From an optimization exercise on the open Yosys and OpenROAD flow, aimed at small area, a short achievable clock period and few clock cycles; shortcuts taken in it are not production practice.
Function was checked by simulation only, so behaviour that the tests miss may differ from the original.
Power and IR drop assume default switching activity.

[design/flow/standard.sh]
#!/bin/bash
# synth_recipe.tcl (not shown) runs the flow's synth.tcl, then flattens the netlist and writes it again
# the make line also repeats each setting of config.mk as NAME=value (left out here)
make -C /OpenROAD-flow-scripts/flow DESIGN_CONFIG=/design/flow/config.mk WORK_HOME=/design/flow/orfs CLKGATE_MAP_FILE= SYNTH_SCRIPT=/design/flow/synth_recipe.tcl "${@:-finish}"
[design/flow/flow/run.sh]
#!/bin/bash
# Standard ORFS layout, with repair_timing aiming for extra setup slack and
# plain buffers (instead of delay cells) on the ports
set -euo pipefail
bash standard.sh SETUP_SLACK_MARGIN=6.5 "BUFFER_PORTS_ARGS=-buffer_cell sky130_fd_sc_hd__buf_2" finish > standard_flow.log 2>&1
[design/flow/constraint.sdc]
create_clock -name core_clock -period 10.0 [get_ports {clk}]
set_input_delay 2.0000 -clock core_clock [delete_from_list [all_inputs] [get_ports {clk}]]
set_output_delay 2.0000 -clock core_clock [all_outputs]
set_load 0.01 [all_outputs]
[design/flow/design.v]
`default_nettype none
package cpu_isa_pkg;
	typedef logic [15:0] word_t;
	typedef logic [3:0] reg_idx_t;
	typedef enum logic [3:0] {
		HALT  = 4'h0,
		MOV   = 4'h1,
		MOVNZ = 4'h2,
		MOVEZ = 4'h3,
		BUS   = 4'h4,
		MEMR  = 4'h5,
		SET   = 4'h6,
		MEMW  = 4'h7,
		AND   = 4'h8,
		OR    = 4'h9,
		XOR   = 4'hA,
		ADD   = 4'hB,
		SHFT  = 4'hC,
		MUL   = 4'hD,
		GT    = 4'hE,
		EQ    = 4'hF
	} opcode_e;
	typedef struct packed {
		reg_idx_t cond;
		reg_idx_t dst;
		reg_idx_t src;
		opcode_e  op;
	} insn_fields_t;
	typedef struct packed {
		logic       shift_left;
		logic [2:0] shift_amt;
		reg_idx_t   dst;
		reg_idx_t   src;
		opcode_e    op;
	} insn_shift_t;
	typedef union packed {
		insn_fields_t fields;
		insn_shift_t  shift;
	} insn_u;
endpackage
`default_nettype wire
`default_nettype none
package cpu_core_pkg;
	localparam int NUM_REGS = 16;
	localparam int MEM_ADDR_W = 15;
	localparam int PC_W = 16;
	typedef logic [MEM_ADDR_W-1:0] mem_addr_t;
endpackage
`default_nettype wire
`timescale 1ns/10ps
`default_nettype none
module cpu_regfile (
	input  logic                  clk,
	input  logic                  mem_read_ready_stor_reset,
	input  cpu_isa_pkg::reg_idx_t ra_idx,
	output cpu_isa_pkg::word_t    ra_data,
	input  cpu_isa_pkg::reg_idx_t rb_idx,
	output cpu_isa_pkg::word_t    rb_data,
	input  cpu_isa_pkg::reg_idx_t wr_idx,
	input  cpu_isa_pkg::word_t    wr_data,
	input  logic                  wr_en
);
	cpu_isa_pkg::word_t regs [cpu_core_pkg::NUM_REGS];
	cpu_isa_pkg::word_t wd;
	assign wd = mem_read_ready_stor_reset ? '0 : wr_data;
	always_ff @(posedge clk) begin
		for (int i = 0; i < cpu_core_pkg::NUM_REGS; i++) begin
			if (mem_read_ready_stor_reset || (wr_en && wr_idx == 4'(i))) begin
				regs[i] <= wd;
			end
		end
	end
	logic [cpu_core_pkg::NUM_REGS-1:0] ra_sel;
	logic [cpu_core_pkg::NUM_REGS-1:0] rb_sel;
	always_comb begin
		ra_data = '0;
		rb_data = '0;
		for (int i = 0; i < cpu_core_pkg::NUM_REGS; i++) begin
			ra_sel[i] = (ra_idx == 4'(i));
			rb_sel[i] = (rb_idx == 4'(i));
			ra_data = ra_data | (regs[i] & {16{ra_sel[i]}});
			rb_data = rb_data | (regs[i] & {16{rb_sel[i]}});
		end
	end
endmodule
`default_nettype wire
`timescale 1ns/10ps
`default_nettype none
module cpu_alu (
	input  cpu_isa_pkg::word_t op_a,
	input  cpu_isa_pkg::word_t op_b,
	input  cpu_isa_pkg::insn_u insn,
	output cpu_isa_pkg::word_t mul_r0,
	output cpu_isa_pkg::word_t mul_r1,
	output cpu_isa_pkg::word_t mul_r2,
	input  cpu_isa_pkg::word_t mul_r0_q,
	input  cpu_isa_pkg::word_t mul_r1_q,
	input  cpu_isa_pkg::word_t mul_r2_q,
	output cpu_isa_pkg::word_t result
);
	cpu_isa_pkg::word_t product;
	cpu_mul_p1 cpu_mul_p1_i (
		.a  (op_a),
		.b  (op_b),
		.r0 (mul_r0),
		.r1 (mul_r1),
		.r2 (mul_r2)
	);
	cpu_mul_p2 cpu_mul_p2_i (
		.r0 (mul_r0_q),
		.r1 (mul_r1_q),
		.r2 (mul_r2_q),
		.y  (product)
	);
	always_comb begin
		result = '0;
		case (insn.fields.op)
			cpu_isa_pkg::AND: result = op_a & op_b;
			cpu_isa_pkg::OR:  result = op_a | op_b;
			cpu_isa_pkg::XOR: result = op_a ^ op_b;
			cpu_isa_pkg::ADD: result = op_a + op_b;
			cpu_isa_pkg::MUL: result = product;
			cpu_isa_pkg::GT:  result = (op_a > op_b) ? 16'hFFFF : 16'h0000;
			cpu_isa_pkg::EQ:  result = (op_a == op_b) ? 16'hFFFF : 16'h0000;
			cpu_isa_pkg::SHFT: begin
				if (insn.shift.shift_left) begin
					result = op_a << insn.shift.shift_amt;
				end else begin
					result = op_a >> insn.shift.shift_amt;
				end
			end
			default: result = op_a;
		endcase
	end
endmodule
`default_nettype wire
`timescale 1ns/10ps
`default_nettype none
module cpu_mul_p1 (
	input  logic [15:0] a,
	input  logic [15:0] b,
	output logic [15:0] r0,
	output logic [15:0] r1,
	output logic [15:0] r2
);
	logic p1_0;
	assign p1_0 = b[0];
	logic p1_1;
	assign p1_1 = b[1] & ~b[0];
	logic p1_2;
	assign p1_2 = (p1_0 & a[0]) ^ b[1];
	logic p1_3;
	assign p1_3 = ((p1_0 & a[1]) | (p1_1 & a[0])) ^ b[1];
	logic p1_4;
	assign p1_4 = ((p1_0 & a[2]) | (p1_1 & a[1])) ^ b[1];
	logic p1_5;
	assign p1_5 = ((p1_0 & a[3]) | (p1_1 & a[2])) ^ b[1];
	logic p1_6;
	assign p1_6 = ((p1_0 & a[4]) | (p1_1 & a[3])) ^ b[1];
	logic p1_7;
	assign p1_7 = ((p1_0 & a[5]) | (p1_1 & a[4])) ^ b[1];
	logic p1_8;
	assign p1_8 = ((p1_0 & a[6]) | (p1_1 & a[5])) ^ b[1];
	logic p1_9;
	assign p1_9 = ((p1_0 & a[7]) | (p1_1 & a[6])) ^ b[1];
	logic p1_10;
	assign p1_10 = ((p1_0 & a[8]) | (p1_1 & a[7])) ^ b[1];
	logic p1_11;
	assign p1_11 = ((p1_0 & a[9]) | (p1_1 & a[8])) ^ b[1];
	logic p1_12;
	assign p1_12 = ((p1_0 & a[10]) | (p1_1 & a[9])) ^ b[1];
	logic p1_13;
	assign p1_13 = ((p1_0 & a[11]) | (p1_1 & a[10])) ^ b[1];
	logic p1_14;
	assign p1_14 = ((p1_0 & a[12]) | (p1_1 & a[11])) ^ b[1];
	logic p1_15;
	assign p1_15 = ((p1_0 & a[13]) | (p1_1 & a[12])) ^ b[1];
	logic p1_16;
	assign p1_16 = ((p1_0 & a[14]) | (p1_1 & a[13])) ^ b[1];
	logic p1_17;
	assign p1_17 = ((p1_0 & a[15]) | (p1_1 & a[14])) ^ b[1];
	logic p1_18;
	assign p1_18 = b[2] ^ b[1];
	logic p1_19;
	assign p1_19 = (b[3] & ~b[2] & ~b[1]) | (~b[3] & b[2] & b[1]);
	logic p1_20;
	assign p1_20 = (p1_18 & a[0]) ^ b[3];
	logic p1_21;
	assign p1_21 = ((p1_18 & a[1]) | (p1_19 & a[0])) ^ b[3];
	logic p1_22;
	assign p1_22 = ((p1_18 & a[2]) | (p1_19 & a[1])) ^ b[3];
	logic p1_23;
	assign p1_23 = ((p1_18 & a[3]) | (p1_19 & a[2])) ^ b[3];
	logic p1_24;
	assign p1_24 = ((p1_18 & a[4]) | (p1_19 & a[3])) ^ b[3];
	logic p1_25;
	assign p1_25 = ((p1_18 & a[5]) | (p1_19 & a[4])) ^ b[3];
	logic p1_26;
	assign p1_26 = ((p1_18 & a[6]) | (p1_19 & a[5])) ^ b[3];
	logic p1_27;
	assign p1_27 = ((p1_18 & a[7]) | (p1_19 & a[6])) ^ b[3];
	logic p1_28;
	assign p1_28 = ((p1_18 & a[8]) | (p1_19 & a[7])) ^ b[3];
	logic p1_29;
	assign p1_29 = ((p1_18 & a[9]) | (p1_19 & a[8])) ^ b[3];
	logic p1_30;
	assign p1_30 = ((p1_18 & a[10]) | (p1_19 & a[9])) ^ b[3];
	logic p1_31;
	assign p1_31 = ((p1_18 & a[11]) | (p1_19 & a[10])) ^ b[3];
	logic p1_32;
	assign p1_32 = ((p1_18 & a[12]) | (p1_19 & a[11])) ^ b[3];
	logic p1_33;
	assign p1_33 = ((p1_18 & a[13]) | (p1_19 & a[12])) ^ b[3];
	logic p1_34;
	assign p1_34 = b[4] ^ b[3];
	logic p1_35;
	assign p1_35 = (b[5] & ~b[4] & ~b[3]) | (~b[5] & b[4] & b[3]);
	logic p1_36;
	assign p1_36 = (p1_34 & a[0]) ^ b[5];
	logic p1_37;
	assign p1_37 = ((p1_34 & a[1]) | (p1_35 & a[0])) ^ b[5];
	logic p1_38;
	assign p1_38 = ((p1_34 & a[2]) | (p1_35 & a[1])) ^ b[5];
	logic p1_39;
	assign p1_39 = ((p1_34 & a[3]) | (p1_35 & a[2])) ^ b[5];
	logic p1_40;
	assign p1_40 = ((p1_34 & a[4]) | (p1_35 & a[3])) ^ b[5];
	logic p1_41;
	assign p1_41 = ((p1_34 & a[5]) | (p1_35 & a[4])) ^ b[5];
	logic p1_42;
	assign p1_42 = ((p1_34 & a[6]) | (p1_35 & a[5])) ^ b[5];
	logic p1_43;
	assign p1_43 = ((p1_34 & a[7]) | (p1_35 & a[6])) ^ b[5];
	logic p1_44;
	assign p1_44 = ((p1_34 & a[8]) | (p1_35 & a[7])) ^ b[5];
	logic p1_45;
	assign p1_45 = ((p1_34 & a[9]) | (p1_35 & a[8])) ^ b[5];
	logic p1_46;
	assign p1_46 = ((p1_34 & a[10]) | (p1_35 & a[9])) ^ b[5];
	logic p1_47;
	assign p1_47 = ((p1_34 & a[11]) | (p1_35 & a[10])) ^ b[5];
	logic p1_48;
	assign p1_48 = b[6] ^ b[5];
	logic p1_49;
	assign p1_49 = (b[7] & ~b[6] & ~b[5]) | (~b[7] & b[6] & b[5]);
	logic p1_50;
	assign p1_50 = (p1_48 & a[0]) ^ b[7];
	logic p1_51;
	assign p1_51 = ((p1_48 & a[1]) | (p1_49 & a[0])) ^ b[7];
	logic p1_52;
	assign p1_52 = ((p1_48 & a[2]) | (p1_49 & a[1])) ^ b[7];
	logic p1_53;
	assign p1_53 = ((p1_48 & a[3]) | (p1_49 & a[2])) ^ b[7];
	logic p1_54;
	assign p1_54 = ((p1_48 & a[4]) | (p1_49 & a[3])) ^ b[7];
	logic p1_55;
	assign p1_55 = ((p1_48 & a[5]) | (p1_49 & a[4])) ^ b[7];
	logic p1_56;
	assign p1_56 = ((p1_48 & a[6]) | (p1_49 & a[5])) ^ b[7];
	logic p1_57;
	assign p1_57 = ((p1_48 & a[7]) | (p1_49 & a[6])) ^ b[7];
	logic p1_58;
	assign p1_58 = ((p1_48 & a[8]) | (p1_49 & a[7])) ^ b[7];
	logic p1_59;
	assign p1_59 = ((p1_48 & a[9]) | (p1_49 & a[8])) ^ b[7];
	logic p1_60;
	assign p1_60 = b[8] ^ b[7];
	logic p1_61;
	assign p1_61 = (b[9] & ~b[8] & ~b[7]) | (~b[9] & b[8] & b[7]);
	logic p1_62;
	assign p1_62 = (p1_60 & a[0]) ^ b[9];
	logic p1_63;
	assign p1_63 = ((p1_60 & a[1]) | (p1_61 & a[0])) ^ b[9];
	logic p1_64;
	assign p1_64 = ((p1_60 & a[2]) | (p1_61 & a[1])) ^ b[9];
	logic p1_65;
	assign p1_65 = ((p1_60 & a[3]) | (p1_61 & a[2])) ^ b[9];
	logic p1_66;
	assign p1_66 = ((p1_60 & a[4]) | (p1_61 & a[3])) ^ b[9];
	logic p1_67;
	assign p1_67 = ((p1_60 & a[5]) | (p1_61 & a[4])) ^ b[9];
	logic p1_68;
	assign p1_68 = ((p1_60 & a[6]) | (p1_61 & a[5])) ^ b[9];
	logic p1_69;
	assign p1_69 = ((p1_60 & a[7]) | (p1_61 & a[6])) ^ b[9];
	logic p1_70;
	assign p1_70 = b[10] ^ b[9];
	logic p1_71;
	assign p1_71 = (b[11] & ~b[10] & ~b[9]) | (~b[11] & b[10] & b[9]);
	logic p1_72;
	assign p1_72 = (p1_70 & a[0]) ^ b[11];
	logic p1_73;
	assign p1_73 = ((p1_70 & a[1]) | (p1_71 & a[0])) ^ b[11];
	logic p1_74;
	assign p1_74 = ((p1_70 & a[2]) | (p1_71 & a[1])) ^ b[11];
	logic p1_75;
	assign p1_75 = ((p1_70 & a[3]) | (p1_71 & a[2])) ^ b[11];
	logic p1_76;
	assign p1_76 = ((p1_70 & a[4]) | (p1_71 & a[3])) ^ b[11];
	logic p1_77;
	assign p1_77 = ((p1_70 & a[5]) | (p1_71 & a[4])) ^ b[11];
	logic p1_78;
	assign p1_78 = b[12] ^ b[11];
	logic p1_79;
	assign p1_79 = (b[13] & ~b[12] & ~b[11]) | (~b[13] & b[12] & b[11]);
	logic p1_80;
	assign p1_80 = (p1_78 & a[0]) ^ b[13];
	logic p1_81;
	assign p1_81 = ((p1_78 & a[1]) | (p1_79 & a[0])) ^ b[13];
	logic p1_82;
	assign p1_82 = ((p1_78 & a[2]) | (p1_79 & a[1])) ^ b[13];
	logic p1_83;
	assign p1_83 = ((p1_78 & a[3]) | (p1_79 & a[2])) ^ b[13];
	logic p1_84;
	assign p1_84 = b[14] ^ b[13];
	logic p1_85;
	assign p1_85 = (b[15] & ~b[14] & ~b[13]) | (~b[15] & b[14] & b[13]);
	logic p1_86;
	assign p1_86 = (p1_84 & a[0]) ^ b[15];
	logic p1_87;
	assign p1_87 = ((p1_84 & a[1]) | (p1_85 & a[0])) ^ b[15];
	logic p1_88;
	assign p1_88 = p1_12 ^ p1_28;
	logic p1_89;
	assign p1_89 = p1_12 & p1_28;
	logic p1_90;
	assign p1_90 = p1_13 ^ p1_29;
	logic p1_91;
	assign p1_91 = p1_13 & p1_29;
	logic p1_92;
	assign p1_92 = p1_14 ^ p1_30 ^ p1_44;
	logic p1_93;
	assign p1_93 = (p1_14 & p1_30) | (p1_14 & p1_44) | (p1_30 & p1_44);
	logic p1_94;
	assign p1_94 = p1_56 ^ p1_66;
	logic p1_95;
	assign p1_95 = p1_56 & p1_66;
	logic p1_96;
	assign p1_96 = p1_15 ^ p1_31 ^ p1_45;
	logic p1_97;
	assign p1_97 = (p1_15 & p1_31) | (p1_15 & p1_45) | (p1_31 & p1_45);
	logic p1_98;
	assign p1_98 = p1_57 ^ p1_67;
	logic p1_99;
	assign p1_99 = p1_57 & p1_67;
	logic p1_100;
	assign p1_100 = p1_16 ^ p1_32 ^ p1_46;
	logic p1_101;
	assign p1_101 = (p1_16 & p1_32) | (p1_16 & p1_46) | (p1_32 & p1_46);
	logic p1_102;
	assign p1_102 = p1_58 ^ p1_68 ^ p1_76;
	logic p1_103;
	assign p1_103 = (p1_58 & p1_68) | (p1_58 & p1_76) | (p1_68 & p1_76);
	logic p1_104;
	assign p1_104 = p1_82 ^ p1_86;
	logic p1_105;
	assign p1_105 = p1_82 & p1_86;
	logic p1_106;
	assign p1_106 = p1_17 ^ p1_33 ^ p1_47;
	logic p1_107;
	assign p1_107 = p1_59 ^ p1_69 ^ p1_77;
	logic p1_108;
	assign p1_108 = p1_83 ^ p1_87;
	logic p1_109;
	assign p1_109 = p1_8 ^ p1_24;
	logic p1_110;
	assign p1_110 = p1_8 & p1_24;
	logic p1_111;
	assign p1_111 = p1_9 ^ p1_25;
	logic p1_112;
	assign p1_112 = p1_9 & p1_25;
	logic p1_113;
	assign p1_113 = p1_10 ^ p1_26 ^ p1_40;
	logic p1_114;
	assign p1_114 = (p1_10 & p1_26) | (p1_10 & p1_40) | (p1_26 & p1_40);
	logic p1_115;
	assign p1_115 = p1_52 ^ p1_62;
	logic p1_116;
	assign p1_116 = p1_52 & p1_62;
	logic p1_117;
	assign p1_117 = p1_11 ^ p1_27 ^ p1_41;
	logic p1_118;
	assign p1_118 = (p1_11 & p1_27) | (p1_11 & p1_41) | (p1_27 & p1_41);
	logic p1_119;
	assign p1_119 = p1_53 ^ p1_63;
	logic p1_120;
	assign p1_120 = p1_53 & p1_63;
	logic p1_121;
	assign p1_121 = p1_88 ^ p1_42 ^ p1_54;
	logic p1_122;
	assign p1_122 = (p1_88 & p1_42) | (p1_88 & p1_54) | (p1_42 & p1_54);
	logic p1_123;
	assign p1_123 = p1_64 ^ p1_72 ^ b[11];
	logic p1_124;
	assign p1_124 = (p1_64 & p1_72) | (p1_64 & b[11]) | (p1_72 & b[11]);
	logic p1_125;
	assign p1_125 = p1_89 ^ p1_90 ^ p1_43;
	logic p1_126;
	assign p1_126 = (p1_89 & p1_90) | (p1_89 & p1_43) | (p1_90 & p1_43);
	logic p1_127;
	assign p1_127 = p1_55 ^ p1_65 ^ p1_73;
	logic p1_128;
	assign p1_128 = (p1_55 & p1_65) | (p1_55 & p1_73) | (p1_65 & p1_73);
	logic p1_129;
	assign p1_129 = p1_91 ^ p1_92 ^ p1_94;
	logic p1_130;
	assign p1_130 = (p1_91 & p1_92) | (p1_91 & p1_94) | (p1_92 & p1_94);
	logic p1_131;
	assign p1_131 = p1_74 ^ p1_80 ^ b[13];
	logic p1_132;
	assign p1_132 = (p1_74 & p1_80) | (p1_74 & b[13]) | (p1_80 & b[13]);
	logic p1_133;
	assign p1_133 = p1_93 ^ p1_95 ^ p1_96;
	logic p1_134;
	assign p1_134 = (p1_93 & p1_95) | (p1_93 & p1_96) | (p1_95 & p1_96);
	logic p1_135;
	assign p1_135 = p1_98 ^ p1_75 ^ p1_81;
	logic p1_136;
	assign p1_136 = (p1_98 & p1_75) | (p1_98 & p1_81) | (p1_75 & p1_81);
	logic p1_137;
	assign p1_137 = p1_97 ^ p1_99 ^ p1_100;
	logic p1_138;
	assign p1_138 = (p1_97 & p1_99) | (p1_97 & p1_100) | (p1_99 & p1_100);
	logic p1_139;
	assign p1_139 = p1_102 ^ p1_104 ^ b[15];
	logic p1_140;
	assign p1_140 = (p1_102 & p1_104) | (p1_102 & b[15]) | (p1_104 & b[15]);
	logic p1_141;
	assign p1_141 = p1_101 ^ p1_103 ^ p1_105;
	logic p1_142;
	assign p1_142 = p1_106 ^ p1_107 ^ p1_108;
	logic p1_143;
	assign p1_143 = p1_6 ^ p1_22;
	logic p1_144;
	assign p1_144 = p1_6 & p1_22;
	logic p1_145;
	assign p1_145 = p1_7 ^ p1_23;
	logic p1_146;
	assign p1_146 = p1_7 & p1_23;
	logic p1_147;
	assign p1_147 = p1_109 ^ p1_38 ^ p1_50;
	logic p1_148;
	assign p1_148 = (p1_109 & p1_38) | (p1_109 & p1_50) | (p1_38 & p1_50);
	logic p1_149;
	assign p1_149 = p1_110 ^ p1_111 ^ p1_39;
	logic p1_150;
	assign p1_150 = (p1_110 & p1_111) | (p1_110 & p1_39) | (p1_111 & p1_39);
	logic p1_151;
	assign p1_151 = p1_112 ^ p1_113 ^ p1_115;
	logic p1_152;
	assign p1_152 = (p1_112 & p1_113) | (p1_112 & p1_115) | (p1_113 & p1_115);
	logic p1_153;
	assign p1_153 = p1_114 ^ p1_116 ^ p1_117;
	logic p1_154;
	assign p1_154 = (p1_114 & p1_116) | (p1_114 & p1_117) | (p1_116 & p1_117);
	logic p1_155;
	assign p1_155 = p1_118 ^ p1_120 ^ p1_121;
	logic p1_156;
	assign p1_156 = (p1_118 & p1_120) | (p1_118 & p1_121) | (p1_120 & p1_121);
	logic p1_157;
	assign p1_157 = p1_122 ^ p1_124 ^ p1_125;
	logic p1_158;
	assign p1_158 = (p1_122 & p1_124) | (p1_122 & p1_125) | (p1_124 & p1_125);
	logic p1_159;
	assign p1_159 = p1_126 ^ p1_128 ^ p1_129;
	logic p1_160;
	assign p1_160 = (p1_126 & p1_128) | (p1_126 & p1_129) | (p1_128 & p1_129);
	logic p1_161;
	assign p1_161 = p1_130 ^ p1_132 ^ p1_133;
	logic p1_162;
	assign p1_162 = (p1_130 & p1_132) | (p1_130 & p1_133) | (p1_132 & p1_133);
	logic p1_163;
	assign p1_163 = p1_134 ^ p1_136 ^ p1_137;
	logic p1_164;
	assign p1_164 = (p1_134 & p1_136) | (p1_134 & p1_137) | (p1_136 & p1_137);
	logic p1_165;
	assign p1_165 = p1_138 ^ p1_140 ^ p1_141;
	assign r0 = {p1_164, p1_162, p1_160, p1_158, p1_156, p1_154, p1_152, p1_150, p1_148, p1_146, p1_144, p1_143, p1_5, p1_4, p1_3, p1_2};
	assign r1 = {p1_165, p1_163, p1_161, p1_159, p1_157, p1_155, p1_153, p1_151, p1_149, p1_147, p1_145, p1_36, p1_21, p1_20, 1'b0, b[1]};
	assign r2 = {p1_142, p1_139, p1_135, p1_131, p1_127, p1_123, p1_119, b[9], p1_51, b[7], p1_37, b[5], 1'b0, b[3], 1'b0, 1'b0};
endmodule
module cpu_mul_p2 (
	input  logic [15:0] r0,
	input  logic [15:0] r1,
	input  logic [15:0] r2,
	output logic [15:0] y
);
	logic p2_0;
	assign p2_0 = r0[0] ^ r1[0];
	logic p2_1;
	assign p2_1 = r0[0] & r1[0];
	logic p2_2;
	assign p2_2 = r0[1] ^ r1[1] ^ r2[1];
	logic p2_3;
	assign p2_3 = (r0[1] & r1[1]) | (r0[1] & r2[1]) | (r1[1] & r2[1]);
	logic p2_4;
	assign p2_4 = r0[2] ^ r1[2] ^ r2[2];
	logic p2_5;
	assign p2_5 = (r0[2] & r1[2]) | (r0[2] & r2[2]) | (r1[2] & r2[2]);
	logic p2_6;
	assign p2_6 = r0[3] ^ r1[3] ^ r2[3];
	logic p2_7;
	assign p2_7 = (r0[3] & r1[3]) | (r0[3] & r2[3]) | (r1[3] & r2[3]);
	logic p2_8;
	assign p2_8 = r0[4] ^ r1[4] ^ r2[4];
	logic p2_9;
	assign p2_9 = (r0[4] & r1[4]) | (r0[4] & r2[4]) | (r1[4] & r2[4]);
	logic p2_10;
	assign p2_10 = r0[5] ^ r1[5] ^ r2[5];
	logic p2_11;
	assign p2_11 = (r0[5] & r1[5]) | (r0[5] & r2[5]) | (r1[5] & r2[5]);
	logic p2_12;
	assign p2_12 = r0[6] ^ r1[6] ^ r2[6];
	logic p2_13;
	assign p2_13 = (r0[6] & r1[6]) | (r0[6] & r2[6]) | (r1[6] & r2[6]);
	logic p2_14;
	assign p2_14 = r0[7] ^ r1[7] ^ r2[7];
	logic p2_15;
	assign p2_15 = (r0[7] & r1[7]) | (r0[7] & r2[7]) | (r1[7] & r2[7]);
	logic p2_16;
	assign p2_16 = r0[8] ^ r1[8] ^ r2[8];
	logic p2_17;
	assign p2_17 = (r0[8] & r1[8]) | (r0[8] & r2[8]) | (r1[8] & r2[8]);
	logic p2_18;
	assign p2_18 = r0[9] ^ r1[9] ^ r2[9];
	logic p2_19;
	assign p2_19 = (r0[9] & r1[9]) | (r0[9] & r2[9]) | (r1[9] & r2[9]);
	logic p2_20;
	assign p2_20 = r0[10] ^ r1[10] ^ r2[10];
	logic p2_21;
	assign p2_21 = (r0[10] & r1[10]) | (r0[10] & r2[10]) | (r1[10] & r2[10]);
	logic p2_22;
	assign p2_22 = r0[11] ^ r1[11] ^ r2[11];
	logic p2_23;
	assign p2_23 = (r0[11] & r1[11]) | (r0[11] & r2[11]) | (r1[11] & r2[11]);
	logic p2_24;
	assign p2_24 = r0[12] ^ r1[12] ^ r2[12];
	logic p2_25;
	assign p2_25 = (r0[12] & r1[12]) | (r0[12] & r2[12]) | (r1[12] & r2[12]);
	logic p2_26;
	assign p2_26 = r0[13] ^ r1[13] ^ r2[13];
	logic p2_27;
	assign p2_27 = (r0[13] & r1[13]) | (r0[13] & r2[13]) | (r1[13] & r2[13]);
	logic p2_28;
	assign p2_28 = r0[14] ^ r1[14] ^ r2[14];
	logic p2_29;
	assign p2_29 = (r0[14] & r1[14]) | (r0[14] & r2[14]) | (r1[14] & r2[14]);
	logic p2_30;
	assign p2_30 = r0[15] ^ r1[15] ^ r2[15];
	logic p2_31;
	assign p2_31 = p2_0 & r2[0];
	logic p2_32;
	assign p2_32 = p2_0 ^ r2[0];
	logic p2_33;
	assign p2_33 = p2_1 & p2_2;
	logic p2_34;
	assign p2_34 = p2_1 ^ p2_2;
	logic p2_35;
	assign p2_35 = p2_3 & p2_4;
	logic p2_36;
	assign p2_36 = p2_3 ^ p2_4;
	logic p2_37;
	assign p2_37 = p2_5 & p2_6;
	logic p2_38;
	assign p2_38 = p2_5 ^ p2_6;
	logic p2_39;
	assign p2_39 = p2_7 & p2_8;
	logic p2_40;
	assign p2_40 = p2_7 ^ p2_8;
	logic p2_41;
	assign p2_41 = p2_9 & p2_10;
	logic p2_42;
	assign p2_42 = p2_9 ^ p2_10;
	logic p2_43;
	assign p2_43 = p2_11 & p2_12;
	logic p2_44;
	assign p2_44 = p2_11 ^ p2_12;
	logic p2_45;
	assign p2_45 = p2_13 & p2_14;
	logic p2_46;
	assign p2_46 = p2_13 ^ p2_14;
	logic p2_47;
	assign p2_47 = p2_15 & p2_16;
	logic p2_48;
	assign p2_48 = p2_15 ^ p2_16;
	logic p2_49;
	assign p2_49 = p2_17 & p2_18;
	logic p2_50;
	assign p2_50 = p2_17 ^ p2_18;
	logic p2_51;
	assign p2_51 = p2_19 & p2_20;
	logic p2_52;
	assign p2_52 = p2_19 ^ p2_20;
	logic p2_53;
	assign p2_53 = p2_21 & p2_22;
	logic p2_54;
	assign p2_54 = p2_21 ^ p2_22;
	logic p2_55;
	assign p2_55 = p2_23 & p2_24;
	logic p2_56;
	assign p2_56 = p2_23 ^ p2_24;
	logic p2_57;
	assign p2_57 = p2_25 & p2_26;
	logic p2_58;
	assign p2_58 = p2_25 ^ p2_26;
	logic p2_59;
	assign p2_59 = p2_27 & p2_28;
	logic p2_60;
	assign p2_60 = p2_27 ^ p2_28;
	logic p2_61;
	assign p2_61 = p2_29 & p2_30;
	logic p2_62;
	assign p2_62 = p2_29 ^ p2_30;
	logic p2_63;
	assign p2_63 = p2_33 | (p2_34 & p2_31);
	logic p2_64;
	assign p2_64 = p2_34 & p2_32;
	logic p2_65;
	assign p2_65 = p2_37 | (p2_38 & p2_35);
	logic p2_66;
	assign p2_66 = p2_38 & p2_36;
	logic p2_67;
	assign p2_67 = p2_41 | (p2_42 & p2_39);
	logic p2_68;
	assign p2_68 = p2_42 & p2_40;
	logic p2_69;
	assign p2_69 = p2_45 | (p2_46 & p2_43);
	logic p2_70;
	assign p2_70 = p2_46 & p2_44;
	logic p2_71;
	assign p2_71 = p2_49 | (p2_50 & p2_47);
	logic p2_72;
	assign p2_72 = p2_50 & p2_48;
	logic p2_73;
	assign p2_73 = p2_53 | (p2_54 & p2_51);
	logic p2_74;
	assign p2_74 = p2_54 & p2_52;
	logic p2_75;
	assign p2_75 = p2_57 | (p2_58 & p2_55);
	logic p2_76;
	assign p2_76 = p2_58 & p2_56;
	logic p2_77;
	assign p2_77 = p2_61 | (p2_62 & p2_59);
	logic p2_78;
	assign p2_78 = p2_62 & p2_60;
	logic p2_79;
	assign p2_79 = p2_35 | (p2_36 & p2_63);
	logic p2_80;
	assign p2_80 = p2_36 & p2_64;
	logic p2_81;
	assign p2_81 = p2_65 | (p2_66 & p2_63);
	logic p2_82;
	assign p2_82 = p2_66 & p2_64;
	logic p2_83;
	assign p2_83 = p2_43 | (p2_44 & p2_67);
	logic p2_84;
	assign p2_84 = p2_44 & p2_68;
	logic p2_85;
	assign p2_85 = p2_69 | (p2_70 & p2_67);
	logic p2_86;
	assign p2_86 = p2_70 & p2_68;
	logic p2_87;
	assign p2_87 = p2_51 | (p2_52 & p2_71);
	logic p2_88;
	assign p2_88 = p2_52 & p2_72;
	logic p2_89;
	assign p2_89 = p2_73 | (p2_74 & p2_71);
	logic p2_90;
	assign p2_90 = p2_74 & p2_72;
	logic p2_91;
	assign p2_91 = p2_59 | (p2_60 & p2_75);
	logic p2_92;
	assign p2_92 = p2_60 & p2_76;
	logic p2_93;
	assign p2_93 = p2_77 | (p2_78 & p2_75);
	logic p2_94;
	assign p2_94 = p2_78 & p2_76;
	logic p2_95;
	assign p2_95 = p2_39 | (p2_40 & p2_81);
	logic p2_96;
	assign p2_96 = p2_40 & p2_82;
	logic p2_97;
	assign p2_97 = p2_67 | (p2_68 & p2_81);
	logic p2_98;
	assign p2_98 = p2_68 & p2_82;
	logic p2_99;
	assign p2_99 = p2_83 | (p2_84 & p2_81);
	logic p2_100;
	assign p2_100 = p2_84 & p2_82;
	logic p2_101;
	assign p2_101 = p2_85 | (p2_86 & p2_81);
	logic p2_102;
	assign p2_102 = p2_86 & p2_82;
	logic p2_103;
	assign p2_103 = p2_55 | (p2_56 & p2_89);
	logic p2_104;
	assign p2_104 = p2_56 & p2_90;
	logic p2_105;
	assign p2_105 = p2_75 | (p2_76 & p2_89);
	logic p2_106;
	assign p2_106 = p2_76 & p2_90;
	logic p2_107;
	assign p2_107 = p2_91 | (p2_92 & p2_89);
	logic p2_108;
	assign p2_108 = p2_92 & p2_90;
	logic p2_109;
	assign p2_109 = p2_93 | (p2_94 & p2_89);
	logic p2_110;
	assign p2_110 = p2_94 & p2_90;
	logic p2_111;
	assign p2_111 = p2_47 | (p2_48 & p2_101);
	logic p2_112;
	assign p2_112 = p2_48 & p2_102;
	logic p2_113;
	assign p2_113 = p2_71 | (p2_72 & p2_101);
	logic p2_114;
	assign p2_114 = p2_72 & p2_102;
	logic p2_115;
	assign p2_115 = p2_87 | (p2_88 & p2_101);
	logic p2_116;
	assign p2_116 = p2_88 & p2_102;
	logic p2_117;
	assign p2_117 = p2_89 | (p2_90 & p2_101);
	logic p2_118;
	assign p2_118 = p2_90 & p2_102;
	logic p2_119;
	assign p2_119 = p2_103 | (p2_104 & p2_101);
	logic p2_120;
	assign p2_120 = p2_104 & p2_102;
	logic p2_121;
	assign p2_121 = p2_105 | (p2_106 & p2_101);
	logic p2_122;
	assign p2_122 = p2_106 & p2_102;
	logic p2_123;
	assign p2_123 = p2_107 | (p2_108 & p2_101);
	logic p2_124;
	assign p2_124 = p2_108 & p2_102;
	logic p2_125;
	assign p2_125 = p2_109 | (p2_110 & p2_101);
	logic p2_126;
	assign p2_126 = p2_110 & p2_102;
	logic p2_127;
	assign p2_127 = p2_34 ^ p2_31;
	logic p2_128;
	assign p2_128 = p2_36 ^ p2_63;
	logic p2_129;
	assign p2_129 = p2_38 ^ p2_79;
	logic p2_130;
	assign p2_130 = p2_40 ^ p2_81;
	logic p2_131;
	assign p2_131 = p2_42 ^ p2_95;
	logic p2_132;
	assign p2_132 = p2_44 ^ p2_97;
	logic p2_133;
	assign p2_133 = p2_46 ^ p2_99;
	logic p2_134;
	assign p2_134 = p2_48 ^ p2_101;
	logic p2_135;
	assign p2_135 = p2_50 ^ p2_111;
	logic p2_136;
	assign p2_136 = p2_52 ^ p2_113;
	logic p2_137;
	assign p2_137 = p2_54 ^ p2_115;
	logic p2_138;
	assign p2_138 = p2_56 ^ p2_117;
	logic p2_139;
	assign p2_139 = p2_58 ^ p2_119;
	logic p2_140;
	assign p2_140 = p2_60 ^ p2_121;
	logic p2_141;
	assign p2_141 = p2_62 ^ p2_123;
	assign y = {p2_141, p2_140, p2_139, p2_138, p2_137, p2_136, p2_135, p2_134, p2_133, p2_132, p2_131, p2_130, p2_129, p2_128, p2_127, p2_32};
endmodule
`default_nettype wire
`timescale 1ns/10ps
`default_nettype none
module cpu_control (
	input  logic                    clk,
	input  logic                    mem_read_ready_stor_reset,
	output cpu_isa_pkg::word_t      prog_addr,
	input  cpu_isa_pkg::word_t      prog_data,
	output cpu_isa_pkg::reg_idx_t   ra_idx,
	input  cpu_isa_pkg::word_t      ra_data,
	output cpu_isa_pkg::reg_idx_t   rb_idx,
	input  cpu_isa_pkg::word_t      rb_data,
	output cpu_isa_pkg::reg_idx_t   wr_idx,
	output cpu_isa_pkg::word_t      wr_data,
	output logic                    wr_en,
	output cpu_isa_pkg::insn_u      alu_insn,
	output cpu_isa_pkg::word_t      alu_a,
	output cpu_isa_pkg::word_t      alu_b,
	input  cpu_isa_pkg::word_t      alu_result,
	input  cpu_isa_pkg::word_t      mul_r0,
	input  cpu_isa_pkg::word_t      mul_r1,
	input  cpu_isa_pkg::word_t      mul_r2,
	output cpu_isa_pkg::word_t      mul_r0_q,
	output cpu_isa_pkg::word_t      mul_r1_q,
	output cpu_isa_pkg::word_t      mul_r2_q,
	output logic                    mem_req,
	output logic                    mem_we,
	output cpu_core_pkg::mem_addr_t mem_addr,
	output cpu_isa_pkg::word_t      mem_wdata,
	input  cpu_isa_pkg::word_t      mem_rdata,
	input  logic                    mem_ready,
	output logic                    halted
);
	cpu_isa_pkg::word_t pc_q;
	cpu_isa_pkg::insn_u ir_d;
	cpu_isa_pkg::insn_u ir_x;
	cpu_isa_pkg::word_t opa_q;
	cpu_isa_pkg::word_t opb_q;
	logic req_q;
	logic we_q;
	cpu_core_pkg::mem_addr_t maddr_q;
	cpu_isa_pkg::word_t mwdata_q;
	logic mem_busy;
	logic x_stall;
	logic d_block;
	logic halt_pend_q;
	logic halted_q;
	logic mul_ph_q;
	cpu_isa_pkg::word_t r0_q;
	cpu_isa_pkg::word_t r1_q;
	cpu_isa_pkg::word_t r2_q;
	logic mul_wait;
	cpu_isa_pkg::opcode_e d_op;
	cpu_isa_pkg::opcode_e x_op;
	logic d_set;
	logic d_mem;
	logic f_halt;
	logic stall;
	logic cond_hit;
	logic x_wr;
	cpu_isa_pkg::word_t fwd_a;
	cpu_isa_pkg::word_t fwd_b;
	assign d_op = ir_d.fields.op;
	assign x_op = ir_x.fields.op;
	assign d_set = (d_op == cpu_isa_pkg::SET);
	assign d_mem = (d_op == cpu_isa_pkg::MEMR) || (d_op == cpu_isa_pkg::MEMW);
	assign f_halt = !d_set &&
		((prog_data[3:0] == cpu_isa_pkg::HALT) || (prog_data[3:0] == cpu_isa_pkg::BUS));
	assign mul_wait = (x_op == cpu_isa_pkg::MUL) && !mul_ph_q;
	assign mem_busy = req_q && !mem_ready;
	assign x_stall = ((x_op == cpu_isa_pkg::MEMR) && !mem_ready) || mul_wait;
	assign d_block = d_mem && mem_busy;
	assign stall = x_stall || d_block;
	assign cond_hit = (x_op == cpu_isa_pkg::MOVNZ) ? (opb_q != '0) : (opb_q == '0);
	always_comb begin
		case (x_op)
			cpu_isa_pkg::HALT, cpu_isa_pkg::BUS, cpu_isa_pkg::MEMW: x_wr = 1'b0;
			cpu_isa_pkg::MOVNZ, cpu_isa_pkg::MOVEZ: x_wr = cond_hit;
			default: x_wr = 1'b1;
		endcase
	end
	assign wr_en = x_wr && !mul_wait;
	assign wr_idx = ir_x.fields.dst;
	assign wr_data = (x_op == cpu_isa_pkg::MEMR) ? mem_rdata : alu_result;
	assign ra_idx = ir_d.fields.src;
	assign rb_idx = ir_d.fields.cond;
	assign fwd_a = (x_wr && ir_x.fields.dst == ir_d.fields.src) ? wr_data : ra_data;
	assign fwd_b = (x_wr && ir_x.fields.dst == ir_d.fields.cond) ? wr_data : rb_data;
	always_ff @(posedge clk) begin
		if (mem_read_ready_stor_reset) begin
			pc_q <= '0;
			ir_d.fields.op <= cpu_isa_pkg::HALT;
			ir_x.fields.op <= cpu_isa_pkg::HALT;
			req_q <= 1'b0;
			halt_pend_q <= 1'b0;
			halted_q <= 1'b0;
			mul_ph_q <= 1'b0;
		end else begin
			mul_ph_q <= (x_op == cpu_isa_pkg::MUL) && !mul_ph_q;
			if (!x_stall && d_block) begin
				ir_x.fields.op <= cpu_isa_pkg::HALT;
			end
			if (!stall && d_mem) begin
				req_q <= 1'b1;
			end else if (mem_ready) begin
				req_q <= 1'b0;
			end
			if (!stall) begin
				ir_x <= ir_d;
				ir_d[15:4] <= prog_data[15:4];
				if (d_set || f_halt || halt_pend_q || halted_q) begin
					ir_d.fields.op <= cpu_isa_pkg::HALT;
				end else begin
					ir_d.fields.op <= cpu_isa_pkg::opcode_e'(prog_data[3:0]);
				end
				if (!f_halt && !halt_pend_q && !halted_q) begin
					pc_q <= pc_q + 16'd1;
				end
				if (f_halt) begin
					halt_pend_q <= 1'b1;
				end
				if (halt_pend_q && !mem_busy) begin
					halted_q <= 1'b1;
				end
			end
		end
	end
	always_ff @(posedge clk) begin
		if (mem_read_ready_stor_reset) begin
			we_q <= 1'b0;
		end else if (!stall && d_mem) begin
			we_q <= (d_op == cpu_isa_pkg::MEMW);
		end
	end
	always_ff @(posedge clk) begin
		if (!stall && d_mem) begin
			maddr_q <= fwd_a[cpu_core_pkg::MEM_ADDR_W-1:0];
			mwdata_q <= fwd_b;
		end
	end
	always_ff @(posedge clk) begin
		opa_q <= d_set ? prog_data : fwd_a;
		opb_q <= fwd_b;
	end
	always_ff @(posedge clk) begin
		r0_q <= mul_r0;
		r1_q <= mul_r1;
		r2_q <= mul_r2;
	end
	assign mul_r0_q = r0_q;
	assign mul_r1_q = r1_q;
	assign mul_r2_q = r2_q;
	assign alu_insn = ir_x;
	assign alu_a = opa_q;
	assign alu_b = opb_q;
	assign prog_addr = pc_q;
	assign mem_req = req_q;
	assign mem_we = we_q;
	assign mem_addr = maddr_q;
	assign mem_wdata = mwdata_q;
	assign halted = halted_q;
endmodule
`default_nettype wire
`timescale 1ns/10ps
`default_nettype none
module cpu_top (
	input  logic                    clk,
	input  logic                    mem_read_ready_stor_reset,
	output cpu_isa_pkg::word_t      prog_addr,
	input  cpu_isa_pkg::word_t      prog_data,
	output logic                    mem_req,
	output logic                    mem_we,
	output cpu_core_pkg::mem_addr_t mem_addr,
	output cpu_isa_pkg::word_t      mem_wdata,
	input  cpu_isa_pkg::word_t      mem_rdata,
	input  logic                    mem_ready,
	output logic                    halted
);
	cpu_isa_pkg::reg_idx_t ra_idx;
	cpu_isa_pkg::word_t ra_data;
	cpu_isa_pkg::reg_idx_t rb_idx;
	cpu_isa_pkg::word_t rb_data;
	cpu_isa_pkg::reg_idx_t wr_idx;
	cpu_isa_pkg::word_t wr_data;
	logic wr_en;
	cpu_isa_pkg::insn_u alu_insn;
	cpu_isa_pkg::word_t alu_result;
	cpu_isa_pkg::word_t mul_r0;
	cpu_isa_pkg::word_t mul_r1;
	cpu_isa_pkg::word_t mul_r2;
	cpu_isa_pkg::word_t mul_r0_q;
	cpu_isa_pkg::word_t mul_r1_q;
	cpu_isa_pkg::word_t mul_r2_q;
	cpu_isa_pkg::word_t alu_a;
	cpu_isa_pkg::word_t alu_b;
	cpu_control cpu_control_i (
		.clk                       (clk),
		.mem_read_ready_stor_reset (mem_read_ready_stor_reset),
		.prog_addr                 (prog_addr),
		.prog_data                 (prog_data),
		.ra_idx                    (ra_idx),
		.ra_data                   (ra_data),
		.rb_idx                    (rb_idx),
		.rb_data                   (rb_data),
		.wr_idx                    (wr_idx),
		.wr_data                   (wr_data),
		.wr_en                     (wr_en),
		.alu_insn                  (alu_insn),
		.alu_a                     (alu_a),
		.alu_b                     (alu_b),
		.alu_result                (alu_result),
		.mul_r0                    (mul_r0),
		.mul_r1                    (mul_r1),
		.mul_r2                    (mul_r2),
		.mul_r0_q                  (mul_r0_q),
		.mul_r1_q                  (mul_r1_q),
		.mul_r2_q                  (mul_r2_q),
		.mem_req                   (mem_req),
		.mem_we                    (mem_we),
		.mem_addr                  (mem_addr),
		.mem_wdata                 (mem_wdata),
		.mem_rdata                 (mem_rdata),
		.mem_ready                 (mem_ready),
		.halted                    (halted)
	);
	cpu_regfile cpu_regfile_i (
		.clk                       (clk),
		.mem_read_ready_stor_reset (mem_read_ready_stor_reset),
		.ra_idx                    (ra_idx),
		.ra_data                   (ra_data),
		.rb_idx                    (rb_idx),
		.rb_data                   (rb_data),
		.wr_idx                    (wr_idx),
		.wr_data                   (wr_data),
		.wr_en                     (wr_en)
	);
	cpu_alu cpu_alu_i (
		.op_a    (alu_a),
		.op_b    (alu_b),
		.insn    (alu_insn),
		.mul_r0   (mul_r0),
		.mul_r1   (mul_r1),
		.mul_r2   (mul_r2),
		.mul_r0_q (mul_r0_q),
		.mul_r1_q (mul_r1_q),
		.mul_r2_q (mul_r2_q),
		.result  (alu_result)
	);
endmodule
`default_nettype wire
[design/flow/config.mk]
export PLATFORM = sky130hd
export DESIGN_NAME = cpu_top
export DESIGN_NICKNAME = cpu_top
export VERILOG_FILES = /design/flow/design.v
export SDC_FILE = /design/flow/constraint.sdc
export NUM_CORES = 4
export LEC_CHECK = 0
export CAP_MARGIN = 20
export CORE_MARGIN = 2
export CORE_UTILIZATION = 40
export CTS_CLUSTER_DIAMETER = 100
export CTS_CLUSTER_SIZE = 20
export SLEW_MARGIN = 20
==> results of run 1 <==
==> routing by layer <==
metal	wire (µm)	track usage, %
met1	35400	39.9
met2	41300	46.1
met3	11200	7.96
met4	5160	14.1
met5	0	0
==> registers in the layout (all words and copies together), names as in the netlist <==
name and count:
cpu_regfile_i.regs 256, cpu_control_i.ir_d 16, cpu_control_i.mwdata_q 16, cpu_control_i.opa_q 16, cpu_control_i.opb_q 16, cpu_control_i.pc_q 16
cpu_control_i.r0_q 16, cpu_control_i.maddr_q 15, cpu_control_i.r1_q 15, cpu_control_i.r2_q 13, cpu_control_i.ir_x 12, cpu_control_i.halt_pend_q 1
cpu_control_i.halted_q 1, cpu_control_i.mul_ph_q 1, cpu_control_i.req_q 1, cpu_control_i.we_q 1
==> final cells by class <==
| class | count | area share (%) |
|---|---|---|
| Antenna cell | 1 | 0.00941 |
| Clock buffer | 41 | 2.58 |
| Clock inverter | 5 | 0.216 |
| Inverter | 72 | 1.14 |
| Multi-Input combinational cell | 1460 | 44.2 |
| Sequential cell | 412 | 42.7 |
| Tap cell | 765 | 3.60 |
| Timing Repair Buffer | 194 | 5.51 |
| Timing Repair inverter | 1 | 0.0282 |
==> worst max-delay path: cells and delay by family (launching register included) <==
family | cells | cell delay [ps]
buffers and inverters | 1 | 190
AND/OR/NAND/NOR | 3 | 370
XOR/XNOR | 1 | 170
adder cells (fa/ha/maj) | 3 | 1220
flip-flops | 1 | 330
AO/OA/AOI/OAI | 6 | 1070
==> repair_timing <==
item                       4_1_cts  5_1_grt
cloned                           3        1
resized for setup              115       54
hold buffers                     0        0
hold endpoints to repair         0        0
setup endpoints to repair      489      419
setup buffers                   13       25
pin swaps                       18       28
==> placed cells by master (no fill, tap or decap), drive strengths merged, types with 10 or more instances in the layout <==
cell type,instances
a211oi,47
a21oi,92
a221oi,85
a22o,56
a22oi,175
a31oi,13
and2,14
and3,10
buf,193
clkbuf,42
dfxtp,105
edfxtp,307
fa,38
ha,76
inv,67
mux2,10
mux2i,52
mux4,18
nand2,93
nand2b,14
nand3,56
nand4,30
nor2,210
nor3,25
nor4,14
o21ai,43
o21bai,19
o22ai,47
xnor2,53
xor2,35
==> worst paths after layout <==
kind / from / to / slack [ps] / depth (start not counted)
hold reg to reg: cpu_control_i.ir_d[9] / cpu_control_i.ir_x[9] / 430 / 0
setup / recovery: cpu_control_i.r0_q[5] / cpu_control_i.maddr_q[9] / 6430 / 14
setup reg to reg: cpu_control_i.r0_q[5] / cpu_control_i.maddr_q[9] / 6430 / 14
hold / removal: cpu_control_i.ir_d[9] / cpu_control_i.ir_x[9] / 430 / 0
==> power breakdown <==
group	switching [mW]	internal, mW
sequential	0.201	2.12
combinational	1.60	1.02
clock	0.600	0.481
total	2.41	3.62
==> stage by stage <==
stage	cell area (µm²)	hold slack, ps	utilization, %	std cells	power, mW
final	26600	433	46.3	2951	6.03
after global routing	26600	458	46.3	2950	6.32
after CTS	26100	433	45.3	2924	5.88
after detailed placement	24700	405	42.9	2862	4.60
after global placement	24700	405	42.9	2862	4.58
after floorplan	23200	353	-	2105	3.77
==> kinds of logic after synthesis <==
logic type / synth area share (%)
muxes: 4.49
xor gates and xnor gates: 3.32
adders and majority gates: 7.42
buffers and inverters: 4.20
AOI/OAI and AO/OA: 20.7
and+or+nand+nor: 11.1
DFF: 48.8
==> summary.txt, run 1 <==
status=finished clean; Total Neg Setup Slack=0 ps; initial antenna violation count=3; Crit path top cell by count=sky130_fd_sc_hd__o21ai_2; most common cell in the synthesized netlist=sky130_fd_sc_hd__edfxtp_1; Filler Cells Inserted=about 5,300; startpoint types=flip-flop; Clock Path Buffers=3; top cells by instance count after synthesis=sky130_fd_sc_hd__edfxtp_1 (307), sky130_fd_sc_hd__nor2_1 (208), sky130_fd_sc_hd__a22oi_1 (175); Final Cycle Share=between 30 and 40%; global router's overall resource usage=between 30 and 40%; Post-route DRC=0; Most used DFF post-synth=sky130_fd_sc_hd__edfxtp_1; die span in x=245 µm; post-synthesis cell area=23,200 µm²; critical setup path kind=flip-flop to flip-flop; fraction of layout cells with a size suffix above 1=approximately a fifth; ordered cell list for the critical path=fa_1 -> ha_4 -> o21ai_2 -> o21bai_2 -> a21oi_2 -> o21ba_4 -> fa_2 -> xnor2_4 -> a311oi_2 -> o21ai_2 -> nor4_4 -> buf_6 -> nand2_2 -> and2_1; CTS tree=built; via count of the first global-routing pass=between 15,000 and 20,000; DP Wirelength=about 60 mm; worst-skew pair later-pin latency=600 ps; grt total ovfl=0; synthesized area divided by synthesized cell count=11.0 µm²; iteration-0 DRC count of the detailed router=~3,000; clock net sink count=412; largest fanout on the critical path=4; number of I/O pins=85; worst path required time=10,370 ps; Total Nets Final=about 2,300; storage element area=~11,000 µm²; worst min-delay path class=flip-flop to flip-flop; Max Clock Skew=between 15 and 20 ps; Yosys reg bits=~400; largest cells by area after synthesis=sky130_fd_sc_hd__edfxtp_1 (40%), sky130_fd_sc_hd__dfxtp_1 (9.1%), sky130_fd_sc_hd__a22oi_1 (5.7%), sky130_fd_sc_hd__ha_1 (4.1%), sky130_fd_sc_hd__nor2_1 (3.4%); remaining number of nets flagged by the antenna check after routing=0; dpl ws=approximately 5400 ps; length of the first detailed-routing pass in iterations=8; weighted congestion at the end of routability-driven global placement=1.01; Vias=19,700; htree depth=1; worst rel slew slack=25.6%; RSZ-0062 raised after global routing=yes; transition time of the tightest slew-check pin=1120 ps; Crit-path slowest cell=sky130_fd_sc_hd__fa_1; syn_nets=between 2,000 and 2,500; areal power density over the cells=~230 nW/µm²; cells after synthesis=approximately 2,100; setup violation total in the final timing report=0; multi-input logic area=roughly 12,000 µm²; Slew Limit Fails=0; largest net degree at the start of global routing=62; area delta synth->final=14.6%; fraction of registers with async set or reset after synthesis=0%; num rows=88; kind of end point of the critical path=flip-flop; global-route wire length before repair=approximately 130 mm; Worst IR Drop VDD=about 220 µV; count of flip-flops with a built-in enable after synthesis=307; Floorplan Core Area=57,500 µm²; area of the die=59,900 µm²; register area share after synthesis=between 40% and 50%; wirelength, routed=~93 mm; min setup slack post-route=~6400 ps; Num CTS Buffers=25; number of buffers added on ports=84; number of warning messages in the yosys log=4; CP Data Arrival Time=3940 ps; clock-pin slew on the worst setup and hold paths=roughly 100 ps; Synth cell types=97; max frequency=~280 MHz; height of the die=~240 µm; total of max-cap violations=0; vias per std cell=~6.7; post-layout min period=3570 ps; average detailed-routed wire length per instance=between 30 and 40 µm; final-report hold violation count=0; Static Leak=approximately 9.7 nW; largest area contributor in the synthesized netlist=sky130_fd_sc_hd__edfxtp_1; delay of the slowest critical-path stage=between 500 and 600 ps; root cell of the clock tree=sky130_fd_sc_hd__clkbuf_16; initial standard-cell utilization of the core=approximately 40%; area share of the leading cell type in the synthesized netlist=39.7%
Testbench counts, summed over its fixed seeds: cycles 11,716.
==> run 2: changes to the inputs <==
--- a/design/flow/config.mk
+++ b/design/flow/config.mk
@@ -6,4 +6,5 @@
 export NUM_CORES = 4
 export LEC_CHECK = 0
+export ABC_AREA = 1
 export CAP_MARGIN = 20
 export CORE_MARGIN = 2
==> summary.txt, run 2 <==
status=finished clean (unchanged); count of flip-flops with a built-in enable after synthesis=307 (unchanged); register ranked first by flip-flop count=cpu_regfile_i.regs (unchanged); die span in x=244 µm (was 245 µm); grt total ovfl=0 (unchanged); cells after synthesis=2,590 (was 2,105); number of buffers added on ports=84 (unchanged); endpoint of the worst hold path=cpu_control_i.ir_x[9] (unchanged); Post-route DRC=0 (unchanged); Pint=3.44 mW (was 3.62 mW); DP Wirelength=64.4 mm (was 59.9 mm); weighted congestion at the end of routability-driven global placement=1.06 (was 1.01); root cell of the clock tree=sky130_fd_sc_hd__clkbuf_16 (unchanged); area share of the leading cell type in the synthesized netlist=39.9% (was 39.7%); largest cells by area after synthesis=sky130_fd_sc_hd__edfxtp_1 (40%), sky130_fd_sc_hd__nand2_1 (11%), sky130_fd_sc_hd__dfxtp_1 (9.1%), sky130_fd_sc_hd__inv_1 (4.3%), sky130_fd_sc_hd__ha_1 (4.1%) (was sky130_fd_sc_hd__edfxtp_1 (40%), sky130_fd_sc_hd__dfxtp_1 (9.1%), sky130_fd_sc_hd__a22oi_1 (5.7%), sky130_fd_sc_hd__ha_1 (4.1%), sky130_fd_sc_hd__nor2_1 (3.4%)); startpoint of the worst-slack reg-to-reg timing path=cpu_control_i.opa_q[11] (was cpu_control_i.r0_q[5]); Static Leak=10.6 nW (was 9.71 nW); cell count of the worst reg-to-reg path=13 (was 14); area delta synth->final=12.9% (was 14.6%); critical setup path kind=flip-flop to flip-flop (unchanged); length of the first detailed-routing pass in iterations=8 (unchanged); sequential group share of total power=40.4% (was 38.5%); post-synthesis simple-gate area fraction=21.1% (was 11.1%); Post-Route Hold Slack=436 ps (was 433 ps); max reg flops=256 (unchanged); Power, Total=5.70 mW (was 6.03 mW); fraction of the mapped netlist area in adder cells=7.40% (was 7.42%); initial antenna violation count=2 (was 3); number of I/O pins=85 (unchanged); Max Clock Skew=28.5 ps (was 17.5 ps); initial standard-cell utilization of the core=40.2% (was 40.4%); sw frac=39.6% (was 39.9%); mux contribution to synthesized area=0.0433% (was 4.49%); Vias=20,700 (was 19,700); num rows=88 (unchanged); depth of the worst hold-timing path=0 (unchanged); most common cell in the synthesized netlist=sky130_fd_sc_hd__nand2_1 (was sky130_fd_sc_hd__edfxtp_1); Worst IR Drop VDD=169 µV (was 222 µV); post-synthesis cell area=23,100 µm² (was 23,200 µm²); htree depth=1 (unchanged); Slew Limit Fails=0 (unchanged); wirelength, routed=91.4 mm (was 93.0 mm); area of the die=59,800 µm² (was 59,900 µm²); fraction of registers with async set or reset after synthesis=0% (unchanged); worst rel slew slack=28.0% (was 25.6%); post-layout min period=3500 ps (was 3570 ps); Synth cell types=64 (was 97); dpl ws=5480 ps (was 5420 ps); final cell utilization of the core=45.4% (was 46.3%); CP Data Arrival Time=3740 ps (was 3940 ps); setup violation total in the final timing report=0 (unchanged); Num CTS Buffers=26 (was 25); Final Cycle Share=35.0% (was 35.7%); transition time of the tightest slew-check pin=1080 ps (was 1120 ps); register area share after synthesis=49.0% (was 48.8%); Total Neg Setup Slack=0 ps (unchanged); Most used DFF post-synth=sky130_fd_sc_hd__edfxtp_1 (unchanged); Switching Power=2.26 mW (was 2.41 mW); remaining number of nets flagged by the antenna check after routing=0 (unchanged); global router's overall resource usage=30.1% (about the same); FF-to-FF setup slack=6500 ps (was 6430 ps); via count of the first global-routing pass=19,900 (was 18,600); min setup slack post-route=6500 ps (was 6430 ps); proportion of power drawn by the clock network=19.8% (was 17.9%); syn_nets=2,739 (was 2,254); RSZ-0062 raised after global routing=yes (unchanged); number of warning messages in the yosys log=4 (unchanged); most frequent cells in the layout=sky130_fd_sc_hd__nand2_1 (673), sky130_fd_sc_hd__edfxtp_1 (307), sky130_fd_sc_hd__inv_1 (258) (was sky130_fd_sc_hd__edfxtp_1 (307), sky130_fd_sc_hd__nor2_1 (188), sky130_fd_sc_hd__a22oi_1 (175)); clock-pin slew on the worst setup and hold paths=90 ps (was 100 ps); worst min-delay path class=flip-flop to flip-flop (unchanged); vias per std cell=5.95 (was 6.67); global-route wire length before repair=131 mm (was 132 mm); most common cell after layout, fill and taps aside=sky130_fd_sc_hd__nand2_1 (was sky130_fd_sc_hd__edfxtp_1); largest area contributor in the synthesized netlist=sky130_fd_sc_hd__edfxtp_1 (unchanged); post-synthesis xor/xnor area fraction=3.86% (was 3.32%); RR Endpoint=cpu_control_i.mwdata_q[14] (was cpu_control_i.maddr_q[9]); height of the die=244 µm (was 245 µm); iteration-0 DRC count of the detailed router=2,643 (was 3,008); dominant combinational cell family by area after synthesis=simple AND/OR/NAND/NOR gates (was compound AO/OA/AOI/OAI gates); clock net sink count=412 (unchanged); synthesized area divided by synthesized cell count=8.93 µm² (was 11.0 µm²); Yosys reg bits=412 (unchanged); Synth Area in Compound Gates=12.2% (was 20.7%); startpoint types=flip-flop (unchanged); average detailed-routed wire length per instance=26.3 µm (was 31.5 µm); largest fanout on the critical path=7 (was 4); Floorplan Core Area=57,500 µm² (unchanged); Clock Path Buffers=3 (unchanged); areal power density over the cells=218 nW/µm² (was 227 nW/µm²); max frequency=286 MHz (was 280 MHz); hold path startpoint=cpu_control_i.ir_d[9] (unchanged); kind of end point of the critical path=flip-flop (unchanged); CTS tree=built (unchanged); Total Nets Final=2,835 (was 2,315); worst path required time=10,240 ps (was 10,370 ps); worst-skew pair later-pin latency=630 ps (was 600 ps); fraction of layout cells with a size suffix above 1=12.3% (was 19.2%); top cells by instance count after synthesis=sky130_fd_sc_hd__nand2_1 (684), sky130_fd_sc_hd__edfxtp_1 (307), sky130_fd_sc_hd__inv_1 (266) (was sky130_fd_sc_hd__edfxtp_1 (307), sky130_fd_sc_hd__nor2_1 (208), sky130_fd_sc_hd__a22oi_1 (175)); largest net degree at the start of global routing=36 (was 62); proportion of power drawn by combinational gates=39.8% (was 43.5%); final-report hold violation count=0 (unchanged); Antenna Diode Count=0 (was 1); total of max-cap violations=0 (unchanged)
-- run 2: changes by cell type in the layout (fill, tap and decap cells not counted), sizes merged, moves of 67 or more --
| cell | change |
|---|---|
| nand3 | +126 |
| a22oi | -175 |
| nand2 | +598 |
| nor2 | -67 |
| inv | +207 |
| o21ai | +79 |
-- run 2: cells by family (layout without fill, tap and decap cells) --
group,count (synthesis),in the layout
AND/OR/NAND/NOR,1143,1143
buffers and inverters,378,493
multiplexers,1,1
adder cells (fa/ha/maj),114,114
AO/OA/AOI/OAI,441,442
flip-flops,412,412
XOR/XNOR,101,101
-- run 2: cell type report --
class	count	area (µm²)
fillers	5549	31400
flip-flops and latches	412	11300
multi-input cells	1801	10800
inverters	290	1140
repair buffers	153	1040
well taps	765	957
clock buffers	43	716
clock inverters	5	87.6
repair inverters	2	15.0
-- run 2: power by group through the flow --
stage | logic (mW) | clock network (mW) | registers, mW
floorplan | 1.45 | 0 | 2.26
global placement | 2.08 | 0 | 2.32
global route | 2.54 | 1.20 | 2.33
finish | 2.27 | 1.13 | 2.30
detailed placement | 2.10 | 0 | 2.33
CTS | 2.17 | 1.14 | 2.29
-- run 2: how the worst max path moves through the flow --
| stage | start | to | slack [ps] | cells after the start |
|---|---|---|---|---|
| floorplan | mem_ready | cpu_control_i.maddr_q[0] | 6500 | 4 |
| global placement | cpu_control_i.opb_q[3] | cpu_regfile_i.regs[6][5] | 5530 | 10 |
| detailed placement | cpu_control_i.opb_q[3] | cpu_regfile_i.regs[13][8] | 5480 | 9 |
| CTS | cpu_control_i.opa_q[7] | cpu_regfile_i.regs[6][11] | 6490 | 10 |
| global route | cpu_control_i.opb_q[1] | cpu_regfile_i.regs[11][8] | 6450 | 11 |
| finish | cpu_control_i.opa_q[11] | cpu_control_i.mwdata_q[14] | 6500 | 13 |
-- run 2: what timing repair did --
| action | in CTS | in global routing |
|---|---|---|
| pin swaps | 0 | 17 |
| buffers inserted | 1 | 19 |
| hold buffers | 0 | 0 |
| resized for setup | 43 | 63 |
| cloned | 0 | 3 |
| setup endpoints to repair | 513 | 389 |
-- run 2: critical path: stages (launching register included) --
cell                      delay [ps]
sky130_fd_sc_hd__dfxtp_2         490
sky130_fd_sc_hd__inv_1           260
sky130_fd_sc_hd__ha_1            480
sky130_fd_sc_hd__inv_1           150
sky130_fd_sc_hd__a21oi_1         150
sky130_fd_sc_hd__nand2_1          60
sky130_fd_sc_hd__a21oi_1         260
sky130_fd_sc_hd__nand2_1         160
sky130_fd_sc_hd__a21oi_1         310
sky130_fd_sc_hd__nand4_1         120
sky130_fd_sc_hd__nand2_1         220
sky130_fd_sc_hd__nand2_1          80
sky130_fd_sc_hd__nand2_1          60
sky130_fd_sc_hd__o21ai_0         300
-- run 2: layer usage --
layer | share of wire, % | global-route usage [%] | vias to the layer above
met1 | 37 | 37.7 | 9770
li1 | - | - | 9113
met2 | 44 | 47.0 | 1412
met3 | 11 | 6.92 | 372
met4 | 7.9 | 18.9 | 2
met5 | 0.013 | 0 | -
-- run 2: metrics by stage --
stage	cell area, µm²	cells
after global placement	24600	3398
after CTS	25600	3448
after detailed placement	24600	3399
final	26100	3471
after global routing	26100	3471
after floorplan	23100	2590
==> run 3: changes to the inputs <==
--- a/design/flow/config.mk
+++ b/design/flow/config.mk
@@ -6,9 +6,8 @@
 export NUM_CORES = 4
 export LEC_CHECK = 0
-export ABC_AREA = 1
 export CAP_MARGIN = 20
 export CORE_MARGIN = 2
 export CORE_UTILIZATION = 40
-export CTS_CLUSTER_DIAMETER = 100
-export CTS_CLUSTER_SIZE = 20
+export CTS_CLUSTER_DIAMETER = 110
+export CTS_CLUSTER_SIZE = 24
 export SLEW_MARGIN = 20
==> summary.txt, run 3 <==
global router's overall resource usage=30.1% (about the same); post-placement cell area=24,700 µm² (was 24,600 µm²); areal power density over the cells=228 nW/µm² (was 218 nW/µm²); Final Cycle Share=35.4% (was 35.0%); number of warning messages in the yosys log=4 (unchanged); met1 GRT Util=39.7% (was 37.7%); met2 track demand over resource in global routing=46.3% (was 47.0%); dpl ws=5420 ps (was 5480 ps); cells after synthesis=2,105 (was 2,590); most common cell after layout, fill and taps aside=sky130_fd_sc_hd__edfxtp_1 (was sky130_fd_sc_hd__nand2_1); transition time of the tightest slew-check pin=975 ps (was 1080 ps); cell area after layout=26,600 µm² (was 26,100 µm²); largest area contributor in the synthesized netlist=sky130_fd_sc_hd__edfxtp_1 (unchanged); Slew Limit Fails=0 (unchanged); critical setup path kind=flip-flop to flip-flop (unchanged); htree depth=1 (unchanged); vias per std cell=6.63 (was 5.95); Max Clock Skew=20.7 ps (was 28.5 ps); worst-skew pair later-pin latency=580 ps (was 630 ps); via count of the first global-routing pass=18,600 (was 19,900); largest cells by area after synthesis=sky130_fd_sc_hd__edfxtp_1 (40%), sky130_fd_sc_hd__dfxtp_1 (9.1%), sky130_fd_sc_hd__a22oi_1 (5.7%), sky130_fd_sc_hd__ha_1 (4.1%), sky130_fd_sc_hd__nor2_1 (3.4%) (was sky130_fd_sc_hd__edfxtp_1 (40%), sky130_fd_sc_hd__nand2_1 (11%), sky130_fd_sc_hd__dfxtp_1 (9.1%), sky130_fd_sc_hd__inv_1 (4.3%), sky130_fd_sc_hd__ha_1 (4.1%)); max frequency=283 MHz (was 286 MHz); min setup slack post-route=6460 ps (was 6500 ps); post-layout min period=3540 ps (was 3500 ps); busiest layer in global routing=met2 (unchanged); fraction of layout cells with a size suffix above 1=19.4% (was 12.3%); remaining number of nets flagged by the antenna check after routing=0 (unchanged); grt total ovfl=0 (unchanged); Synth cell types=97 (was 64); synthesized area divided by synthesized cell count=11.0 µm² (was 8.93 µm²); CP Data Arrival Time=3890 ps (was 3740 ps); most common cell in the synthesized netlist=sky130_fd_sc_hd__edfxtp_1 (was sky130_fd_sc_hd__nand2_1); initial antenna violation count=1 (was 2); worst rel slew slack=35.0% (was 28.0%); register ranked first by flip-flop count=cpu_regfile_i.regs (unchanged); final-report hold violation count=0 (unchanged); status=finished clean (unchanged); register area share after synthesis=48.8% (was 49.0%); Post-route DRC=0 (unchanged); most frequent cells in the layout=sky130_fd_sc_hd__edfxtp_1 (307), sky130_fd_sc_hd__nor2_1 (188), sky130_fd_sc_hd__a22oi_1 (175) (was sky130_fd_sc_hd__nand2_1 (673), sky130_fd_sc_hd__edfxtp_1 (307), sky130_fd_sc_hd__inv_1 (258)); DP Wirelength=59.9 mm (was 64.4 mm); CTS tree=built (unchanged); Yosys reg bits=412 (unchanged); Clock Path Buffers=3 (unchanged); clock-pin slew on the worst setup and hold paths=110 ps (was 90 ps); largest fanout on the critical path=4 (was 7); Antenna Diode Count=0 (unchanged); number of I/O pins=85 (unchanged); clock net sink count=412 (unchanged)
==> run 3: layout make-up <==
| class | count | area, µm² |
|---|---|---|
| clock inverter | 4 | 65.1 |
| timing repair buffer | 198 | 1480 |
| multi-input combinational | 1459 | 11800 |
| clock buffer | 36 | 603 |
| inverter | 72 | 299 |
| fill | 5307 | 30900 |
| timing repair inverter | 1 | 7.51 |
| tap | 765 | 957 |
| sequential | 412 | 11400 |
==> run 3: path summary, 6_finish.rpt <==
path                                            start                       end  slack [ps]  depth (start not counted)
worst max register to register  cpu_control_i.r0_q[5]  cpu_control_i.maddr_q[9]        6460                         14
worst min register to register  cpu_control_i.ir_d[9]     cpu_control_i.ir_x[9]         430                          0
worst max-delay path            cpu_control_i.r0_q[5]  cpu_control_i.maddr_q[9]        6460                         14
worst min-delay path            cpu_control_i.ir_d[9]     cpu_control_i.ir_x[9]         430                          0
==> run 3: cell families after synthesis <==
kind of cell	after synthesis	share of synthesized area, %
AOI/OAI and AO/OA	656	20.7
and+or+nand+nor	518	11.1
DFF	412	48.8
buffers and inverters	236	4.20
adders and majority gates	115	7.42
xor gates and xnor gates	88	3.32
muxes	80	4.49
==> run 3: power by group <==
group | leakage [nW] | internal (mW) | switching, mW
sequential | 3.99 | 2.12 | 0.207
clock | 0.316 | 0.431 | 0.581
combinational | 5.39 | 1.07 | 1.63
total | 9.70 | 3.63 | 2.42
==> run 3: what timing repair did <==
item | 4_1_cts | 5_1_grt
endpoints found under the setup margin | 489 | 445
cloned | 2 | 2
buffers inserted | 19 | 22
pin swaps | 19 | 33
resized for setup | 117 | 55
==> run 3: metal layers <==
| metal | up-vias | wire length, µm |
|---|---|---|
| li1 | 8248 | - |
| met1 | 9585 | 35000 |
| met2 | 1429 | 41200 |
| met3 | 290 | 11500 |
| met4 | 0 | 5250 |
| met5 | - | 0 |
==> run 3: worst max-delay path, cell delays in order (launching register included) <==
cell and delay (ps):
sky130_fd_sc_hd__dfxtp_2 330, sky130_fd_sc_hd__fa_1 520, sky130_fd_sc_hd__ha_4 300, sky130_fd_sc_hd__o21ai_2 50, sky130_fd_sc_hd__o21bai_2 200, sky130_fd_sc_hd__a21oi_2 100, sky130_fd_sc_hd__o21ba_4 200, sky130_fd_sc_hd__fa_2 390
sky130_fd_sc_hd__xnor2_4 170, sky130_fd_sc_hd__a311oi_2 370, sky130_fd_sc_hd__o21ai_2 120, sky130_fd_sc_hd__nor4_4 160, sky130_fd_sc_hd__buf_6 180, sky130_fd_sc_hd__nand2_2 60, sky130_fd_sc_hd__and2_4 140
==> run 3: through the flow <==
stage / utilization (%) / cells
CTS: 45.3 / 2923
global placement: 42.9 / 2862
global route: 46.2 / 2947
finish: 46.2 / 2947
floorplan: - / 2105
detailed placement: 42.9 / 2862
